This design comes from an exercise in tuning for small area, a short achievable clock period and few clock cycles on the open sky130 flow, not from production work.
Function was checked by simulation only, so behaviour that the tests miss may differ from the original.
Power and IR drop assume default switching activity.

--- flow/config.mk ---
export PLATFORM = sky130hd
export DESIGN_NAME = rv_core
export DESIGN_NICKNAME = rv_core
export VERILOG_FILES = /design/flow/design.v
export SDC_FILE = /design/flow/constraint.sdc
export NUM_CORES = 4
export LEC_CHECK = 0
export CAP_MARGIN = 20
export CELL_PAD_IN_SITES_DETAIL_PLACEMENT = 0
export CELL_PAD_IN_SITES_GLOBAL_PLACEMENT = 1
export CORE_MARGIN = 2
export CORE_UTILIZATION = 65
export CTS_CLUSTER_DIAMETER = 60
export CTS_CLUSTER_SIZE = 30
export SETUP_SLACK_MARGIN = 3.2
export SLEW_MARGIN = 20
export TNS_END_PERCENT = 40
--- flow/constraint.sdc ---
create_clock -name core_clock -period 6.0 [get_ports {c_clk}]
set_input_delay 1.2000 -clock core_clock [delete_from_list [all_inputs] [get_ports {c_clk}]]
set_output_delay 1.2000 -clock core_clock [all_outputs]
set_load 0.01 [all_outputs]
--- flow/design.v ---
package rv_core_pkg;
    typedef logic [64-1:0] xlen_t;
    typedef logic [32-1:0] instr_t;
    typedef logic [5-1:0] reg_idx_t;
    typedef logic [6:0] opcode_t;
endpackage
`timescale 1ns/10ps
module ins_accept (
    input  logic                  c_clk,
    input  logic                  c_rst_n,
    input  logic                  ins_req_i,
    input  rv_core_pkg::instr_t   ins_i,
    output logic                  ins_ack_o,
    output logic                  s1_o,       
    output logic                  s2_o,       
    output rv_core_pkg::instr_t   ins_o,
    output rv_core_pkg::reg_idx_t idx_next_o,  
    output logic [63:2]           pc_o        
);
    logic ack;
    logic accept;
    logic [7:0]  grp_ones;      
    logic [7:0]  cin_grp;       
    logic [63:2] pc_inc;
    always_comb begin
        for (int k = 0; k < 8; k++) begin
            grp_ones[k] = 1'b1;
            for (int i = 0; i < 8; i++) begin
                if (8 * k + i < 62) grp_ones[k] = grp_ones[k] & pc_o[2 + 8 * k + i];
            end
        end
    end
    always_ff @(posedge c_clk) begin
        for (int k = 0; k < 8; k++) begin
            cin_grp[k] <= 1'b1;
            for (int j = 0; j < k; j++) begin
                if (!grp_ones[j]) cin_grp[k] <= 1'b0;
            end
        end
    end
    always_comb begin
        for (int i = 0; i < 62; i++) begin
            logic c;
            c = cin_grp[i / 8];
            for (int j = 8 * (i / 8); j < i; j++) c = c & pc_o[2 + j];
            pc_inc[2 + i] = pc_o[2 + i] ^ c;
        end
    end
    assign accept    = ins_req_i && !ack;
    assign ins_ack_o = ack;
    assign idx_next_o = accept ? ins_i[19:15] : ins_o[24:20];
    always_ff @(posedge c_clk or negedge c_rst_n) begin
        if (!c_rst_n) begin
            ack  <= 1'b0;
            s1_o <= 1'b0;
            s2_o <= 1'b0;
            pc_o <= '0;
        end else begin
            ack  <= ins_req_i;
            s1_o <= accept;
            s2_o <= s1_o;
            if (s1_o) pc_o <= pc_inc;
        end
    end
    always_ff @(posedge c_clk) begin
        if (accept) ins_o <= ins_i;
    end
endmodule
`timescale 1ns/10ps
module regfile (
    input  logic                  c_clk,
    input  logic                  c_rst_n,
    input  rv_core_pkg::reg_idx_t rs_next_i,   
    output rv_core_pkg::xlen_t    rs_data_o,
    input  logic [32-1:1] we_i,      
    input  rv_core_pkg::xlen_t    rd_data_i
);
    rv_core_pkg::xlen_t regs [1:32-1];
    logic [32-1:1] vld;
    rv_core_pkg::xlen_t raw;
    logic [32-1:1] sel;
    always_ff @(posedge c_clk) begin
        for (int i = 1; i < 32; i++) begin
            sel[i] <= (rs_next_i == i) && (vld[i] || we_i[i]);
        end
    end
    always_comb begin
        raw = '0;
        for (int i = 1; i < 32; i++) raw = raw | ({64{sel[i]}} & regs[i]);
    end
    assign rs_data_o = raw;
    always_ff @(posedge c_clk or negedge c_rst_n) begin
        if (!c_rst_n) begin
            vld <= '0;
        end else begin
            vld <= vld | we_i;
        end
    end
    always_ff @(posedge c_clk) begin
        for (int i = 1; i < 32; i++) begin
            if (we_i[i]) regs[i] <= rd_data_i;
        end
    end
endmodule
`timescale 1ns/10ps
module decode_stage (
    input  logic                  c_clk,
    input  logic                  c_rst_n,
    input  logic                  s1_i,
    input  logic                  s2_i,
    input  rv_core_pkg::instr_t   ins_i,
    input  logic [63:2]           pc_i,
    input  rv_core_pkg::xlen_t    rs_data_i,
    input  logic                  x2_wr_i,
    input  rv_core_pkg::reg_idx_t x2_rd_i,
    input  rv_core_pkg::xlen_t    x2_res_i,
    output rv_core_pkg::xlen_t    x_a_o,
    output rv_core_pkg::xlen_t    x_b_o,      
    output logic                  x_wr_o,     
    output rv_core_pkg::reg_idx_t x_rd_o,
    output logic [2:0]            x_f3_o,
    output logic                  x_sub_o,    
    output logic                  x_w_o,
    output logic                  x_add_o,
    output logic                  x_sl_o,     
    output logic                  x_sw_o,     
    output logic                  x_sa_o,     
    output logic [5:0]            x_sh_o      
);
    rv_core_pkg::opcode_t  opcode;
    rv_core_pkg::reg_idx_t rs1, rs2, rd;
    logic fwd_a, fwd_b;
    rv_core_pkg::xlen_t rs_val;
    logic is_rr, is_w, is_upper, is_lui, is_auipc, supported;
    logic [2:0] f3;
    logic sub;
    rv_core_pkg::xlen_t b_val;
    rv_core_pkg::xlen_t a_hold;    
    assign opcode   = ins_i[6:0];
    assign rd       = ins_i[11:7];
    assign rs1      = ins_i[19:15];
    assign rs2      = ins_i[24:20];
    assign is_lui   = (opcode == 7'b0110111);
    assign is_auipc = (opcode == 7'b0010111);
    assign is_upper = is_lui || is_auipc;
    assign is_rr    = (opcode == 7'b0110011) || (opcode == 7'b0111011);
    assign is_w     = (opcode == 7'b0011011) || (opcode == 7'b0111011);
    assign supported = is_rr || is_upper
                     || (opcode == 7'b0010011) || (opcode == 7'b0011011);
    assign f3       = is_upper ? 3'b000 : ins_i[14:12];
    assign sub      = (f3 == 3'b010) || (f3 == 3'b011) || ((f3 == 3'b000) && is_rr && ins_i[30]);
    assign b_val    = (is_rr && fwd_b) ? x2_res_i
                    : is_rr    ? rs_data_i
                    : is_upper ? {{32{ins_i[31]}}, ins_i[31:12], 12'b0}
                    : {{52{ins_i[31]}}, ins_i[31:20]};
    assign fwd_a    = x2_wr_i && (x2_rd_i == rs1);
    assign fwd_b    = x2_wr_i && (x2_rd_i == rs2);
    always_ff @(posedge c_clk) begin
        if (s1_i) begin
            a_hold <= is_lui   ? '0
                    : is_auipc ? {pc_i, 2'b00}
                    : fwd_a    ? x2_res_i
                    : rs_data_i;
        end
        x_a_o   <= (fwd_a && !is_upper) ? x2_res_i : a_hold;
        x_b_o   <= b_val ^ {64{sub}};
        x_rd_o  <= rd;
        x_f3_o  <= f3;
        x_sub_o <= sub;
        x_w_o   <= is_w;
        x_add_o <= (f3 == 3'b000);
        x_sl_o  <= (f3 == 3'b001);
        x_sw_o  <= is_w && (f3 == 3'b101);
        x_sa_o  <= (f3 == 3'b101) && ins_i[30];
        x_sh_o  <= {b_val[5] && !is_w, b_val[4:0]};
    end
    always_ff @(posedge c_clk or negedge c_rst_n) begin
        if (!c_rst_n) begin
            x_wr_o <= 1'b0;
        end else begin
            x_wr_o <= s2_i && supported && (rd != '0);
        end
    end
endmodule
`timescale 1ns/10ps
module execute_stage (
    input  logic                  c_clk,
    input  logic                  c_rst_n,
    input  rv_core_pkg::xlen_t    x_a_i,
    input  rv_core_pkg::xlen_t    x_b_i,
    input  logic                  x_wr_i,
    input  rv_core_pkg::reg_idx_t x_rd_i,
    input  logic [2:0]            x_f3_i,
    input  logic                  x_sub_i,
    input  logic                  x_w_i,
    input  logic                  x_add_i,    
    input  logic                  x_sl_i,
    input  logic                  x_sw_i,
    input  logic                  x_sa_i,
    input  logic [5:0]            x_sh_i,
    output logic [32-1:1] rf_we_o,    
    output rv_core_pkg::xlen_t    rf_data_o,
    output logic                  x2_wr_o,
    output rv_core_pkg::reg_idx_t x2_rd_o,
    output logic                  wb_valid_o,
    output rv_core_pkg::reg_idx_t wb_rd_o,
    output rv_core_pkg::xlen_t    wb_data_o
);
    function automatic rv_core_pkg::xlen_t rev64(input rv_core_pkg::xlen_t v);
        for (int i = 0; i < 64; i++) rev64[i] = v[63-i];
    endfunction
    rv_core_pkg::xlen_t a, bx, pg, gg, src, t;
    logic [32:0] sum_lo;
    logic [31:0] hg, hp, ng, np, hi0, hi1;
    logic        fill;
    logic [5:0]  sh;
    rv_core_pkg::xlen_t p;
    assign a      = x_a_i;
    assign bx     = x_b_i;
    assign pg     = a ^ bx;
    assign gg     = a & bx;
    assign sum_lo = {1'b0, a[31:0]} + {1'b0, bx[31:0]} + {32'b0, x_sub_i};
    always_comb begin
        hg = gg[63:32];
        hp = pg[63:32];
        for (int l = 0; l < 5; l++) begin
            for (int i = 0; i < 32; i++) begin
                if (i >= (1 << l)) begin
                    ng[i] = hg[i] | (hp[i] & hg[i - (1 << l)]);
                    np[i] = hp[i] & hp[i - (1 << l)];
                end else begin
                    ng[i] = hg[i];
                    np[i] = hp[i];
                end
            end
            hg = ng;
            hp = np;
        end
    end
    assign hi0 = pg[63:32] ^ {hg[30:0], 1'b0};
    assign hi1 = pg[63:32] ^ {hg[30:0] | hp[30:0], 1'b1};
    assign sh    = x_sh_i;
    assign src   = x_sl_i ? rev64(a)
                 : x_sw_i ? {{32{x_sa_i & a[31]}}, a[31:0]}
                 : a;
    assign fill  = x_sa_i && (x_sw_i ? a[31] : a[63]);
    always_comb begin
        t = src;
        if (sh[5]) t = {{32{fill}}, t[63:32]};
        if (sh[4]) t = {{16{fill}}, t[63:16]};
        if (sh[3]) t = {{8{fill}},  t[63:8]};
        if (sh[2]) t = {{4{fill}},  t[63:4]};
        if (sh[1]) t = {{2{fill}},  t[63:2]};
        if (sh[0]) t = {fill,       t[63:1]};
    end
    rv_core_pkg::xlen_t oth;
    always_comb begin
        case (x_f3_i)
            3'b001, 3'b101: oth = t;    
            3'b100:         oth = pg;
            3'b110:         oth = pg | gg;
            3'b111:         oth = gg;
            default:        oth = '0;
        endcase
    end
    assign p = oth | ({64{x_add_i}} & {hi0, sum_lo[31:0]});
    rv_core_pkg::xlen_t p2, r, res;
    logic [31:0] p2_hi1;
    logic        x2_sl, x2_add, x2_slt, x2_uns, x2_c32, x2_co0, x2_co1, x2_sgn, x2_w;
    logic        ltu, lt;
    always_ff @(posedge c_clk) begin
        p2       <= p;
        p2_hi1   <= hi1;
        x2_rd_o  <= x_rd_i;
        x2_sl    <= x_sl_i;
        x2_add   <= (x_f3_i == 3'b000);
        x2_slt   <= (x_f3_i == 3'b010) || (x_f3_i == 3'b011);
        x2_uns   <= x_f3_i[0];
        x2_c32   <= sum_lo[32];
        x2_co0   <= hg[31];
        x2_co1   <= hg[31] | hp[31];
        x2_sgn   <= a[63] ^ bx[63] ^ x_sub_i;
        x2_w     <= x_w_i;
    end
    always_ff @(posedge c_clk or negedge c_rst_n) begin
        if (!c_rst_n) begin
            x2_wr_o <= 1'b0;
        end else begin
            x2_wr_o <= x_wr_i;
        end
    end
    assign ltu = !(x2_c32 ? x2_co1 : x2_co0);
    assign lt  = x2_uns ? ltu : (ltu ^ x2_sgn);
    assign r   = x2_sl  ? rev64(p2)
               : {(x2_add && x2_c32) ? p2_hi1 : p2[63:32], p2[31:1], p2[0] | (x2_slt && lt)};
    assign res = x2_w ? {{32{r[31]}}, r[31:0]} : r;
    always_ff @(posedge c_clk or negedge c_rst_n) begin
        if (!c_rst_n) begin
            rf_we_o <= '0;
        end else begin
            for (int i = 1; i < 32; i++) rf_we_o[i] <= x_wr_i && (x_rd_i == i);
        end
    end
    assign rf_data_o = res;
    always_ff @(posedge c_clk or negedge c_rst_n) begin
        if (!c_rst_n) begin
            wb_valid_o <= 1'b0;
        end else begin
            wb_valid_o <= x2_wr_o;
        end
    end
    always_ff @(posedge c_clk) begin
        wb_rd_o   <= x2_rd_o;
        wb_data_o <= res;
    end
endmodule
`timescale 1ns/10ps
module rv_core (
    input  logic                  c_clk,
    input  logic                  c_rst_n,
    input  logic                  ins_req_i,
    input  rv_core_pkg::instr_t   ins_i,
    output logic                  ins_ack_o,
    output logic                  wb_valid_o,
    output rv_core_pkg::reg_idx_t wb_rd_o,
    output rv_core_pkg::xlen_t    wb_data_o
);
    logic                  s1, s2;
    rv_core_pkg::instr_t   ins;
    rv_core_pkg::reg_idx_t idx;
    logic [63:2]           pc;
    rv_core_pkg::xlen_t    rs_data;
    rv_core_pkg::xlen_t    x_a, x_b;
    logic                  x_wr, x_sub, x_w, x_add, x_sl, x_sw, x_sa;
    logic [5:0]            x_sh;
    rv_core_pkg::reg_idx_t x_rd;
    logic [2:0]            x_f3;
    logic [31:1]           rf_we;
    rv_core_pkg::xlen_t    rf_data;
    logic                  x2_wr;
    rv_core_pkg::reg_idx_t x2_rd;
    ins_accept u_ins_accept (
        .c_clk      (c_clk),
        .c_rst_n    (c_rst_n),
        .ins_req_i  (ins_req_i),
        .ins_i      (ins_i),
        .ins_ack_o  (ins_ack_o),
        .s1_o       (s1),
        .s2_o       (s2),
        .ins_o      (ins),
        .idx_next_o (idx),
        .pc_o       (pc)
    );
    regfile u_regfile (
        .c_clk      (c_clk),
        .c_rst_n    (c_rst_n),
        .rs_next_i  (idx),
        .rs_data_o  (rs_data),
        .we_i       (rf_we),
        .rd_data_i  (rf_data)
    );
    decode_stage u_decode (
        .c_clk      (c_clk),
        .c_rst_n    (c_rst_n),
        .s1_i       (s1),
        .s2_i       (s2),
        .ins_i      (ins),
        .pc_i       (pc),
        .rs_data_i  (rs_data),
        .x2_wr_i    (x2_wr),
        .x2_rd_i    (x2_rd),
        .x2_res_i   (rf_data),
        .x_a_o      (x_a),
        .x_b_o      (x_b),
        .x_wr_o     (x_wr),
        .x_rd_o     (x_rd),
        .x_f3_o     (x_f3),
        .x_sub_o    (x_sub),
        .x_w_o      (x_w),
        .x_add_o    (x_add),
        .x_sl_o     (x_sl),
        .x_sw_o     (x_sw),
        .x_sa_o     (x_sa),
        .x_sh_o     (x_sh)
    );
    execute_stage u_execute (
        .c_clk      (c_clk),
        .c_rst_n    (c_rst_n),
        .x_a_i      (x_a),
        .x_b_i      (x_b),
        .x_wr_i     (x_wr),
        .x_rd_i     (x_rd),
        .x_f3_i     (x_f3),
        .x_sub_i    (x_sub),
        .x_w_i      (x_w),
        .x_add_i    (x_add),
        .x_sl_i     (x_sl),
        .x_sw_i     (x_sw),
        .x_sa_i     (x_sa),
        .x_sh_i     (x_sh),
        .rf_we_o    (rf_we),
        .rf_data_o  (rf_data),
        .x2_wr_o    (x2_wr),
        .x2_rd_o    (x2_rd),
        .wb_valid_o (wb_valid_o),
        .wb_rd_o    (wb_rd_o),
        .wb_data_o  (wb_data_o)
    );
endmodule
--- flow/flow/run.sh ---
#!/bin/bash
# The standard layout, with the port buffers that placement inserts on every input and
# output made sky130_fd_sc_hd__buf_4 cells (the platform's MIN_BUF_CELL) instead of the
# delay cell buffer_ports picks by itself. Everything else is standard.sh unchanged.
set -euo pipefail
export BUFFER_PORTS_ARGS="-buffer_cell sky130_fd_sc_hd__buf_4"
bash standard.sh > standard_sh.log 2>&1
--- flow/standard.sh ---
#!/bin/bash
# synth_recipe.tcl (not shown) runs the flow's synth.tcl, then flattens the netlist and writes it again
# the make line also repeats each setting of config.mk as NAME=value (left out here)
make -C /OpenROAD-flow-scripts/flow DESIGN_CONFIG=/design/flow/config.mk WORK_HOME=/design/flow/orfs CLKGATE_MAP_FILE= SYNTH_SCRIPT=/design/flow/synth_recipe.tcl "${@:-finish}"
==> flow_summary.yaml, run 1 <==
floorplanning:
  die_x_um: 405
  rows: 147
  io_pins: 106
  initial_core_util: 0.652
  dieArea_mm2: 0.164
  core-area_mm2: 0.160
  die_y_um: 405
power:
  p_leak_nw: 41.4
  p_total_mw: 35.2
  powerDensity_mw_per_mm2: 297
  worst_ir_drop_vdd_uv: 345
global_route:
  grt_pass1_vias: 68900
  track_usage: 0.482
  grt_pass1_wl_um: 540000
  grt-ovfl-total: 0
  antenna_found_initial: 36
  grt_max_degree: 149
drt:
  drc: 0
  initialDrtViolationCount: 14200
  wl_per_cell_um: 41.2
  drt_pre_antenna_iters: 7
  vias: 73900
  routed_wl_um: 401000
  ant_nets: 0
  routed_via_density: 7.59
synth:
  syn_inst: 7331
  seq_area_frac_synth: 0.700
  syn_nets: 7551
  avgSynthCellArea_um2: 14.2
  ys_warn_count: 5
  syn_area_mm2: 0.104
  synth_top_area_frac: 0.599
  synth_top_cell_by_area: "edfxtp_1"
  async_flop_share: 0.0505
  synth_edf_count: 2080
  synth_flop_cell: "edfxtp_1"
  ys_types: 85
  netlist_top_cells_area: "edfxtp_1, dfxtp_1, a22oi_1"
  ys_ff_latch: 2575
clock_network:
  clockBufferDepth: 3
  numCtsBuffers: 146
  h-tree-depth: 4
  cts_tree: "done"
  clock_sinks: 2575
  postCtsHoldBufs: 0
  clk_pin_slew_worst_paths_ns: 0.10
  clk_latency_ns: 0.86
  cts.root.buffer_cell: "clkbuf_16"
layout:
  drive_above_1_share: 0.195
  seq_area_mm2: 0.0734
  n_fill_cell: 9955
  multi_input_area_mm2: 0.0310
  syn2layout_area_growth_pct: 13.6
  finish.net_count: 7723
  utilization: 0.741
sta:
  max_freq_ghz: 0.313
  hold_viol_final: 0
  worstMarginPinSlew_ns: 1.23
  drv_slew: 0
  rsz0062_at_grt: "true"
  layout_min_cycle_time_ns: 3.20
  fin_setup_tns_ns: 0
  setup_viol: 0
  max_slew_margin: 0.179
  skew_ns: 0.0628
  fin_crit_sh: 0.533
critical_path:
  worstPathMaxFanout: 3
  cp-startpoint: "u_decode.x_a_o[0]"
  worstPathRequired_ns: 6.72
  slowest_stage: "o32a_1"
  critPathLaunchType: "register"
  path_cells: "fa_2 -> inv_2 -> fa_2 -> nand2b_4 -> a31oi_4 -> o31ai_4 -> a2111oi_4 -> o32a_1 -> a2111oi_4 -> o31ai_2 -> xor2_1 -> a221o_1"
  rr_startpoint: "u_decode.x_a_o[0]"
  crit_type: "register to register"
  worst-path-buf-inv: 1
  cp_top_family: "compound AO/OA/AOI/OAI gates"
  cp-end-kind: "register"
  slowest_delay_ns: 0.40
  worst_ep_arrival_time_ns: 3.91
place:
  dp_hpwl_um: 221000
  portBuffers: 105
  gp_congestion: 1.03
worst_hold_path:
  hold_path_class: "input pin to async pin"
run_status:
  status: "no timing/DRC/antenna violations"
job:
  cap_violations: 0
[logic make-up (layout without fill, tap and decap cells)]
group	count (synthesis)	after routing	synth area share
AOI/OAI and AO/OA	2024	2025	0.138
xor gates and xnor gates	162	162	0.0136
adders and majority gates	185	185	0.0224
buffers and inverters	729	1020	0.0273
DFF	2575	2575	0.700
muxes	273	273	0.0318
other	0	24	0
and+or+nand+nor	1383	1385	0.0665
[path summary, 6_finish.rpt]
path                                          to  slack [ns]  depth (start not counted)
max                             u_execute.p2[30]        2.80                         12
min                         u_execute.wb_valid_o        0.21                          1
max reg2reg                     u_execute.p2[30]        2.80                         12
min reg2reg                       u_execute.x2_w        0.35                          0
max in group asynchronous  u_execute.rf_we_o[17]        4.62                          2
min in group core_clock           u_execute.x2_w        0.35                          0
[registers in the layout, summed over array words and instances, names as in the netlist, 6 cells and up]
register              flops
u_decode.x_a_o           64
u_execute.rf_we_o        31
u_decode.x_b_o           64
u_ins_accept.cin_grp      7
u_decode.x_sh_o           6
u_ins_accept.pc_o        62
u_regfile.regs         1984
u_execute.p2             64
u_regfile.sel            31
u_execute.wb_data_o      64
u_execute.p2_hi1         32
u_regfile.vld            31
u_ins_accept.ins_o       32
u_decode.a_hold          64
[power breakdown]
part,switching (mW),internal [mW]
clock,6.33,5.46
combinational,2.16,0.999
sequential,0.316,19.9
[metrics by stage]
stage	setup slack, ns	cell area (um^2)	cells	hold WS [ns]
2_1_floorplan	2.89	104000	7331	0.310
3_3_place_gp	1.96	108000	9196	0.325
3_5_place_dp	2.09	108000	9196	0.324
4_1_cts	2.76	116000	9621	0.180
5_1_grt	2.68	118000	9713	0.217
6_report	2.80	118000	9735	0.210
[synth_stat cells (all sizes together), types with 9 or more instances]
master,count
o221ai,16
nand2,471
nand4,98
mux2,82
nor3b,36
nor2,160
dfrtp,130
xnor2,122
and3,19
a211o,11
a221o,12
clkbuf,368
nor2b,38
o21ai,406
nand3,260
a221oi,136
nor3,38
or3,13
a211oi,43
a222oi,75
o31ai,20
mux4,38
o22ai,9
buf,148
inv,212
o311ai,20
ha,182
nand2b,43
nand3b,65
a22oi,690
or2,42
and2,16
o21bai,13
o21a,16
dfxtp,365
edfxtp,2080
a21o,39
o31a,12
a22o,193
or4,69
o211ai,25
mux2i,153
xor2,40
a21oi,209
a31oi,38
[timing repair]
action | CTS | global route
resized for setup | 415 | 298
cloned | 11 | 8
endpoints found under the hold margin | 0 | 0
setup buffers | 144 | 80
pin swaps | 58 | 84
endpoints found under the setup margin | 1703 | 817
[area by class of cell]
type,count,area share
clock buffer,167,0.0325
timing repair buffer,529,0.0445
multi-input combinational,4030,0.262
tap,2086,0.0220
clock inverter,103,0.0116
antenna,24,0.000507
timing repair inverter,8,0.000422
sequential,2575,0.619
inverter,213,0.00733
[per-layer routing]
layer / up-vias / routed length [um] / track usage
met2: 6997 / 176000 / 0.718
li1: 29000 / - / -
met1: 36100 / 124000 / 0.582
met3: 1701 / 61800 / 0.155
met5: - / 547 / 0.0113
met4: 41 / 38400 / 0.379
[layout by cell type (no fill, tap or decap), drive strengths merged, types with 69 or more instances in the layout]
cell type  instances
nand3            260
dfrtp            130
nand2            471
ha               182
nand4             98
a222oi            75
dfxtp            365
a21oi            209
clkbuf           169
mux2              82
mux2i            153
nor2             160
xnor2            122
edfxtp          2080
buf              524
a22oi            690
inv              248
a22o             193
o21ai            407
or4               69
a221oi           136
Testbench counts, summed over its fixed seeds: cycles 48,024.
==> run 2, diff against run 1 <==
--- a/flow/design.v
+++ b/flow/design.v
@@ -211,5 +211,6 @@
     endfunction
     rv_core_pkg::xlen_t a, bx, pg, gg, src, t;
-    logic [32:0] sum_lo;
+    logic [16:0] sum_lo;
+    logic [15:0] mg, mp, mng, mnp, mid0, mid1;
     logic [31:0] hg, hp, ng, np, hi0, hi1;
     logic        fill;
@@ -220,6 +221,21 @@
     assign pg     = a ^ bx;
     assign gg     = a & bx;
-    assign sum_lo = {1'b0, a[31:0]} + {1'b0, bx[31:0]} + {32'b0, x_sub_i};
+    assign sum_lo = {1'b0, a[15:0]} + {1'b0, bx[15:0]} + {16'b0, x_sub_i};
     always_comb begin
+        mg = gg[31:16];
+        mp = pg[31:16];
+        for (int l = 0; l < 4; l++) begin
+            for (int i = 0; i < 16; i++) begin
+                if (i >= (1 << l)) begin
+                    mng[i] = mg[i] | (mp[i] & mg[i - (1 << l)]);
+                    mnp[i] = mp[i] & mp[i - (1 << l)];
+                end else begin
+                    mng[i] = mg[i];
+                    mnp[i] = mp[i];
+                end
+            end
+            mg = mng;
+            mp = mnp;
+        end
         hg = gg[63:32];
         hp = pg[63:32];
@@ -238,6 +254,8 @@
         end
     end
-    assign hi0 = pg[63:32] ^ {hg[30:0], 1'b0};
-    assign hi1 = pg[63:32] ^ {hg[30:0] | hp[30:0], 1'b1};
+    assign mid0 = pg[31:16] ^ {mg[14:0], 1'b0};
+    assign mid1 = pg[31:16] ^ {mg[14:0] | mp[14:0], 1'b1};
+    assign hi0  = pg[63:32] ^ {hg[30:0], 1'b0};
+    assign hi1  = pg[63:32] ^ {hg[30:0] | hp[30:0], 1'b1};
     assign sh    = x_sh_i;
     assign src   = x_sl_i ? rev64(a)
@@ -264,11 +282,13 @@
         endcase
     end
-    assign p = oth | ({64{x_add_i}} & {hi0, sum_lo[31:0]});
+    assign p = oth | ({64{x_add_i}} & {hi0, mid0, sum_lo[15:0]});
     rv_core_pkg::xlen_t p2, r, res;
+    logic [15:0] p2_mid1;
     logic [31:0] p2_hi1;
-    logic        x2_sl, x2_add, x2_slt, x2_uns, x2_c32, x2_co0, x2_co1, x2_sgn, x2_w;
-    logic        ltu, lt;
+    logic        x2_sl, x2_add, x2_slt, x2_uns, x2_c16, x2_cm0, x2_cm1, x2_co0, x2_co1, x2_sgn, x2_w;
+    logic        c32, ltu, lt;
     always_ff @(posedge c_clk) begin
         p2       <= p;
+        p2_mid1  <= mid1;
         p2_hi1   <= hi1;
         x2_rd_o  <= x_rd_i;
@@ -277,5 +297,7 @@
         x2_slt   <= (x_f3_i == 3'b010) || (x_f3_i == 3'b011);
         x2_uns   <= x_f3_i[0];
-        x2_c32   <= sum_lo[32];
+        x2_c16   <= sum_lo[16];
+        x2_cm0   <= mg[15];
+        x2_cm1   <= mg[15] | mp[15];
         x2_co0   <= hg[31];
         x2_co1   <= hg[31] | hp[31];
@@ -290,8 +312,11 @@
         end
     end
-    assign ltu = !(x2_c32 ? x2_co1 : x2_co0);
+    assign c32 = x2_c16 ? x2_cm1 : x2_cm0;
+    assign ltu = !(c32 ? x2_co1 : x2_co0);
     assign lt  = x2_uns ? ltu : (ltu ^ x2_sgn);
     assign r   = x2_sl  ? rev64(p2)
-               : {(x2_add && x2_c32) ? p2_hi1 : p2[63:32], p2[31:1], p2[0] | (x2_slt && lt)};
+               : {(x2_add && c32) ? p2_hi1 : p2[63:32],
+                  (x2_add && x2_c16) ? p2_mid1 : p2[31:16],
+                  p2[15:1], p2[0] | (x2_slt && lt)};
     assign res = x2_w ? {{32{r[31]}}, r[31:0]} : r;
     always_ff @(posedge c_clk or negedge c_rst_n) begin
--- a/flow/config.mk
+++ b/flow/config.mk
@@ -15,3 +15,3 @@
 export SETUP_SLACK_MARGIN = 3.2
 export SLEW_MARGIN = 20
-export TNS_END_PERCENT = 40
+export TNS_END_PERCENT = 15
==> flow_summary.yaml, run 2 <==
place:
  dp_hpwl_um: 245000
  postPlaceCellArea_mm2: 0.109
  portBuffers: 105
  dp.cells: 9334
  preCtsSetupSlack_ns: 1.82
  gp_congestion: 1.07
drt:
  wl_per_cell_um: 44.1
  routed_wl_um: 438000
  routed_via_density: 7.94
  vias: 78800
  initialDrtViolationCount: 17300
  ant_nets: 0
  drc: 0
  drt_pre_antenna_iters: 9
job:
  cap_violations: 0
sta:
  hold_ws_ns: 0.358
  setup_viol: 0
  max_slew_margin: 0.186
  max_freq_ghz: 0.326
  fin_setup_tns_ns: 0
  hold_viol_final: 0
  drv_slew: 0
  fin_crit_sh: 0.511
  skew_ns: 0.0896
  worstMarginPinSlew_ns: 1.22
  rsz0062_at_grt: "true"
  fin_ws_ns: 2.93
  layout_min_cycle_time_ns: 3.07
power:
  p_leak_nw: 42.0
  power_switching_mw: 9.42
  powerDensity_mw_per_mm2: 297
  intPower_mw: 26.3
  worst_ir_drop_vdd_uv: 346
  p_total_mw: 35.7
  pwr-share-clk: 0.327
  switching_share: 0.264
  p_seq_frac: 0.576
  comb_power_share: 0.097
layout:
  regMostFlops: "u_regfile.regs"
  final_cell_mix: "edfxtp_1, a22oi_1, buf_4"
  drive_above_1_share: 0.192
  fin_area_mm2: 0.120
  n_fill_cell: 9790
  multi_input_area_mm2: 0.0320
  layout_commonest_cell: "edfxtp_1"
  utilization: 0.741
  syn2layout_area_growth_pct: 13.5
  finish.net_count: 7823
  fin_cells: 9931
  seq_area_mm2: 0.0738
  largest_reg_flops: 1984
clock_network:
  cts_tree: "done"
  postCtsHoldBufs: 0
  clk_latency_ns: 0.88
  cts.root.buffer_cell: "clkbuf_16"
  numCtsBuffers: 145
  clk_pin_slew_worst_paths_ns: 0.11
  clock_sinks: 2593
  clockBufferDepth: 3
  h-tree-depth: 4
synth:
  syn_inst: 7415
  yosysMostFrequentCell: "edfxtp_1"
  ys_warn_count: 5
  synth_top_cell_by_area: "edfxtp_1"
  avgSynthCellArea_um2: 14.3
  synth_top_area_frac: 0.590
  seq_area_frac_synth: 0.693
  ys_ff_latch: 2593
  syn_area_mm2: 0.106
  ys_top_cells_by_count: "edfxtp_1, a22oi_1, dfxtp_1"
  ys_types: 88
  netlist_top_cells_area: "edfxtp_1, dfxtp_1, a22oi_1"
  synth_edf_count: 2080
  async_flop_share: 0.0501
  syn_nets: 7636
  synth_flop_cell: "edfxtp_1"
global_route:
  antenna_found_initial: 40
  grt.busiest_layer: "met2"
  track_usage: 0.508
  grt_use_met1: 0.628
  grt_pass1_wl_um: 579000
  met2_usage: 0.721
  grt_pass1_vias: 71500
  grt_max_degree: 147
  grt-ovfl-total: 0
  use_met3: 0.212
floorplanning:
  initial_core_util: 0.653
  rows: 148
  die_y_um: 408
  die_x_um: 408
  core-area_mm2: 0.162
  io_pins: 106
  dieArea_mm2: 0.166
critical_path:
  critPathLaunchType: "register"
  worst_ep_arrival_time_ns: 3.81
  worstPathRequired_ns: 6.74
  worstPathMaxFanout: 29
  crit_type: "register to register"
  cp-end-kind: "register"
worst_hold_path:
  hold_path_class: "register to register"
run_status:
  status: "no timing/DRC/antenna violations"
[run 2: changes by cell type in the layout (fill, tap and decap cells not counted), moves of 26 or more]
cell | previous run | this run
a21oi_1 | 179 | 124
o211ai_1 | 25 | 97
nand2_1 | 454 | 328
o21ai_2 | 46 | 20
mux2_2 | 68 | 109
a211o_1 | 11 | 41
o21ai_0 | 314 | 267
o221ai_1 | 12 | 42
clkinvlp_4 | 23 | 77
a221oi_1 | 122 | 150
[run 2: power groups by stage]
stage / sequential, mW / clock (mW) / combinational, mW
2_1_floorplan: 20.7 / 0 / 1.58
3_3_place_gp: 21.0 / 0 / 2.69
3_5_place_dp: 21.0 / 0 / 2.73
4_1_cts: 20.5 / 11.5 / 3.01
5_1_grt: 20.6 / 12.1 / 3.57
6_report: 20.6 / 11.7 / 3.46
[run 2: routing by layer]
| metal | wire [um] | vias up |
|---|---|---|
| li1 | - | 29800 |
| met1 | 134000 | 38000 |
| met2 | 182000 | 8906 |
| met3 | 81700 | 2128 |
| met4 | 41100 | 36 |
| met5 | 218 | - |
[run 2: cells by family (layout without fill, tap and decap cells)]
| kind of cell | count (synthesis) | after routing | share of synthesized area |
|---|---|---|---|
| AO/OA/AOI/OAI | 2136 | 2136 | 0.149 |
| multiplexers | 291 | 291 | 0.0313 |
| AND/OR/NAND/NOR | 1303 | 1313 | 0.0637 |
| adder cells (fa/ha/maj) | 186 | 186 | 0.0223 |
| flip-flops | 2593 | 2593 | 0.693 |
| XOR/XNOR | 171 | 171 | 0.0141 |
| buffers and inverters | 735 | 1035 | 0.0272 |
| other | 0 | 31 | 0 |
[run 2: worst paths after layout]
path                                   from               endpoint  slack (ns)  depth (start not counted)
max                        u_regfile.sel[3]      u_decode.x_b_o[4]        2.93                          7
min                          u_decode.x_w_o         u_execute.x2_w        0.36                          0
max reg2reg                u_regfile.sel[3]      u_decode.x_b_o[4]        2.93                          7
min reg2reg                  u_decode.x_w_o         u_execute.x2_w        0.36                          0
max in group asynchronous           c_rst_n  u_ins_accept.pc_o[43]        4.30                          2
min in group asynchronous           c_rst_n       u_ins_accept.ack        0.38                          1
[run 2: final cells by class]
| cell class | count | area share |
|---|---|---|
| Clock buffer | 172 | 0.0318 |
| Timing Repair inverter | 34 | 0.00212 |
| Clock inverter | 98 | 0.0112 |
| Multi-Input combinational cell | 4097 | 0.266 |
| Sequential cell | 2593 | 0.614 |
| Timing Repair Buffer | 519 | 0.0442 |
| Tap cell | 2175 | 0.0226 |
| Inverter | 212 | 0.00778 |
| Antenna cell | 31 | 0.000645 |
[run 2: worst max-delay path, cell delays in order (launching register included)]
cell and delay (ns):
dfxtp_4 0.53, buf_8 0.33, a222oi_1 0.44, nand3_1 0.15, or4_1 0.71, a21oi_1 0.26
a21oi_1 0.25, xnor2_1 0.21
[run 2: repair_timing]
action                                  4_1_cts  5_1_grt
buffers inserted                             93      148
gates cloned                                 34       20
endpoints found under the setup margin     1423     1283
pin swaps                                    33       57
resized for setup                           345      364
Testbench counts of run 2, summed over its fixed seeds: cycles 48,024.
==> run 3, diff against run 2 <==
==> flow/run.sh (new file) <==
#!/bin/bash
# synth_recipe.tcl (not shown) runs the flow's synth.tcl, then flattens the netlist and writes it again
# the make line also repeats each setting of config.mk as NAME=value (left out here)
make -C /OpenROAD-flow-scripts/flow DESIGN_CONFIG=/design/flow/config.mk WORK_HOME=/design/flow/orfs CLKGATE_MAP_FILE= SYNTH_SCRIPT=/design/flow/synth_recipe.tcl finish
removed: flow/flow/run.sh
removed: flow/standard.sh
==> flow_summary.yaml, run 3 <==
critical_path:
  slowest_stage: "clkdlybuf4s50_1"
  worst-path-buf-inv: 1
  worstPathMaxFanout: 1
  slowest_delay_ns: 0.60
  critPathLaunchType: "register"
  cp-end-kind: "output port"
  worst_ep_arrival_time_ns: 1.94
  path_cells: "clkdlybuf4s50_1"
  crit_type: "register to output port"
  cp_top_family: "buffers and inverters"
  worstPathRequired_ns: 4.80
layout:
  syn2layout_area_growth_pct: 12.2
  finish.net_count: 7729
  largest_reg_flops: 1984
  drive_above_1_share: 0.159
  layout_commonest_cell: "edfxtp_1"
  n_fill_cell: 10200
  utilization: 0.733
  regMostFlops: "u_regfile.regs"
  fin_cells: 9840
  final_cell_mix: "edfxtp_1, a22oi_1, nand2_1"
  fin_area_mm2: 0.119
synth:
  synth_top_area_frac: 0.590
  ys_top_cells_by_count: "edfxtp_1, a22oi_1, dfxtp_1"
  avgSynthCellArea_um2: 14.3
  synth_compound_area_frac: 0.149
  ys_types: 88
  syn_inst: 7415
  netlist_top_cells_area: "edfxtp_1, dfxtp_1, a22oi_1"
  syn_area_mm2: 0.106
  yosysMostFrequentCell: "edfxtp_1"
  synth_top_family_by_area: "compound AO/OA/AOI/OAI gates"
  syn_nets: 7636
  ys_ff_latch: 2593
  synth_edf_count: 2080
  yosys.area_share.adder: 0.0223
  seq_area_frac_synth: 0.693
  synth_simple_gate_area_share: 0.0637
  synth_flop_cell: "edfxtp_1"
  synthMuxAreaShare: 0.0313
  async_flop_share: 0.0501
  synth_xor_area_frac: 0.0141
  synth_top_cell_by_area: "edfxtp_1"
  ys_warn_count: 5
sta:
  max_slew_margin: 0.119
  rsz0062_at_grt: "true"
  fin_setup_tns_ns: 0
  drv_slew: 0
  worstMarginPinSlew_ns: 1.32
  max_freq_ghz: 0.319
  setup_viol: 0
  layout_min_cycle_time_ns: 3.14
  fin_crit_sh: 0.523
  hold_viol_final: 0
  hold_ws_ns: 0.345
  skew_ns: 0.0651
drt:
  initialDrtViolationCount: 16200
  drt_pre_antenna_iters: 7
  ant_nets: 0
  wl_per_cell_um: 43.6
  drc: 0
  vias: 77500
  routed_via_density: 7.87
  routed_wl_um: 429000
floorplanning:
  dieArea_mm2: 0.166
  initial_core_util: 0.653
  io_pins: 106
  core-area_mm2: 0.162
  die_y_um: 408
  rows: 148
  die_x_um: 408
global_route:
  track_usage: 0.497
  grt_pass1_wl_um: 567000
  grt-ovfl-total: 0
  grt_max_degree: 119
  antenna_found_initial: 41
  grt_pass1_vias: 70500
clock_network:
  clock_sinks: 2593
  clk_pin_slew_worst_paths_ns: 0.10
  cts.root.buffer_cell: "clkbuf_16"
  numCtsBuffers: 143
  h-tree-depth: 4
  postCtsHoldBufs: 0
  clockBufferDepth: 3
  cts_tree: "done"
  clk_latency_ns: 0.88
power:
  powerDensity_mw_per_mm2: 299
  worst_ir_drop_vdd_uv: 328
  p_leak_nw: 41.3
place:
  postPlaceCellArea_mm2: 0.109
  dp.cells: 9328
  gp_congestion: 1.07
  portBuffers: 105
  dp_hpwl_um: 244000
worst_hold_path:
  hold_path_class: "register to register"
job:
  cap_violations: 0
run_status:
  status: "no timing/DRC/antenna violations"
-- run 3: cell types whose count changed in the layout (fill, tap and decap cells not counted), sizes merged, moves of 2 or more --
cell           change
a31o               +2
and3               +2
buf              -190
bufinv             +3
clkbuf            -19
clkdlybuf4s50    +102
clkinv             +9
clkinvlp           -9
diode              +5
dlymetal6s2s       +2
inv                +6
nand2b             -2
-- run 3: path summary, 6_finish.rpt --
kind / from / depth (start not counted) / end / slack [ns]
setup / recovery: u_execute.wb_data_o[57] / 1 / wb_data_o[57] / 2.86
hold / removal: u_decode.x_w_o / 0 / u_execute.x2_w / 0.34
setup reg to reg: u_execute.x2_c16 / 8 / u_regfile.regs[24][51] / 2.90
hold reg to reg: u_decode.x_w_o / 0 / u_execute.x2_w / 0.34
max in group asynchronous: c_rst_n / 2 / u_ins_accept.pc_o[44] / 4.24
min in group asynchronous: c_rst_n / 1 / u_ins_accept.ack / 0.43
-- run 3: what timing repair did --
| item | 4_1_cts | 5_1_grt |
|---|---|---|
| gates resized for setup | 184 | 388 |
| buffers inserted | 46 | 116 |
| endpoints found under the hold margin | 0 | 0 |
| gates cloned | 29 | 18 |
| pin swaps | 11 | 46 |
| endpoints found under the setup margin | 1526 | 1453 |
-- run 3: final cells by class --
cell class	instances	area (um^2)	share of cell area
Antenna cell	36	90.1	0.000758
Timing Repair inverter	31	233	0.00196
Clock inverter	110	1390	0.0117
Clock buffer	156	3760	0.0317
Inverter	212	926	0.00779
Multi-Input combinational cell	4096	31400	0.264
Tap cell	2175	2720	0.0229
Timing Repair Buffer	431	4610	0.0388
Sequential cell	2593	73800	0.620
-- run 3: stage by stage --
step	setup slack [ns]	power (mW)
finish	2.86	35.5
global route	2.86	36.1
floorplan	2.80	22.3
global placement	2.09	23.6
CTS	2.72	35.0
detailed placement	2.17	23.6
-- run 3: layer usage --
| layer | global-route usage | routed length, um |
|---|---|---|
| met5 | 0 | 305 |
| met4 | 0.328 | 37100 |
| met3 | 0.188 | 76500 |
| met2 | 0.714 | 180000 |
| met1 | 0.632 | 135000 |
-- run 3: report_power, final --
group          internal (mW)  leakage (nW)  switching (mW)
logic                   1.00          14.9            2.26
clock network           5.20          2.51            6.52
registers               20.1          24.0           0.395
total                   26.3          41.3            9.18
-- run 3: logic make-up after synthesis --
| kind of cell | Yosys count |
|---|---|
| adder cells (fa/ha/maj) | 186 |
| XOR/XNOR | 171 |
| multiplexers | 291 |
| flip-flops | 2593 |
| buffers and inverters | 735 |
| AND/OR/NAND/NOR | 1303 |
| AO/OA/AOI/OAI | 2136 |

-- port drivers added, routing unchanged --
Ports are ideal in the flow. The routed layouts listed here were re-timed in OpenROAD.
Step 1, drivers: a clkbuf_16 drives c_clk and a buf_2 each remaining input, both assumed.
Step 2 times the ports against the registers' clock, not the clock port: input delays grow and output delays shrink by t, the midpoint of the rising clock arrivals with the driver on.
a / b / c = no drivers / after step 1 / after step 2; a / b = the first two.
| run | t, ns | setup slack, ns | hold slack, ns | slew at the worst register clock pin (ns) | worst data-port slew with drivers (ns) |
|---|---|---|---|---|---|
| run 1 | 0.916 | 2.802 / 2.802 / 2.749 | 0.210 / 0.277 / 0.349 | 0.11 / 0.11 | 0.15 |
| run 2 | 0.927 | 2.932 / 2.865 / 2.573 | 0.358 / 0.324 / 0.358 | 0.11 / 0.11 | 0.08 |
| run 3 | 0.940 | 2.861 / 2.766 / 2.101 | 0.345 / 0.345 / 0.345 | 0.11 / 0.11 | 0.06 |
After both steps every run listed still meets setup and hold. The setup slack of run 3, which loses most, moves by -0.095 ns with the drivers and by -0.760 ns with both steps.
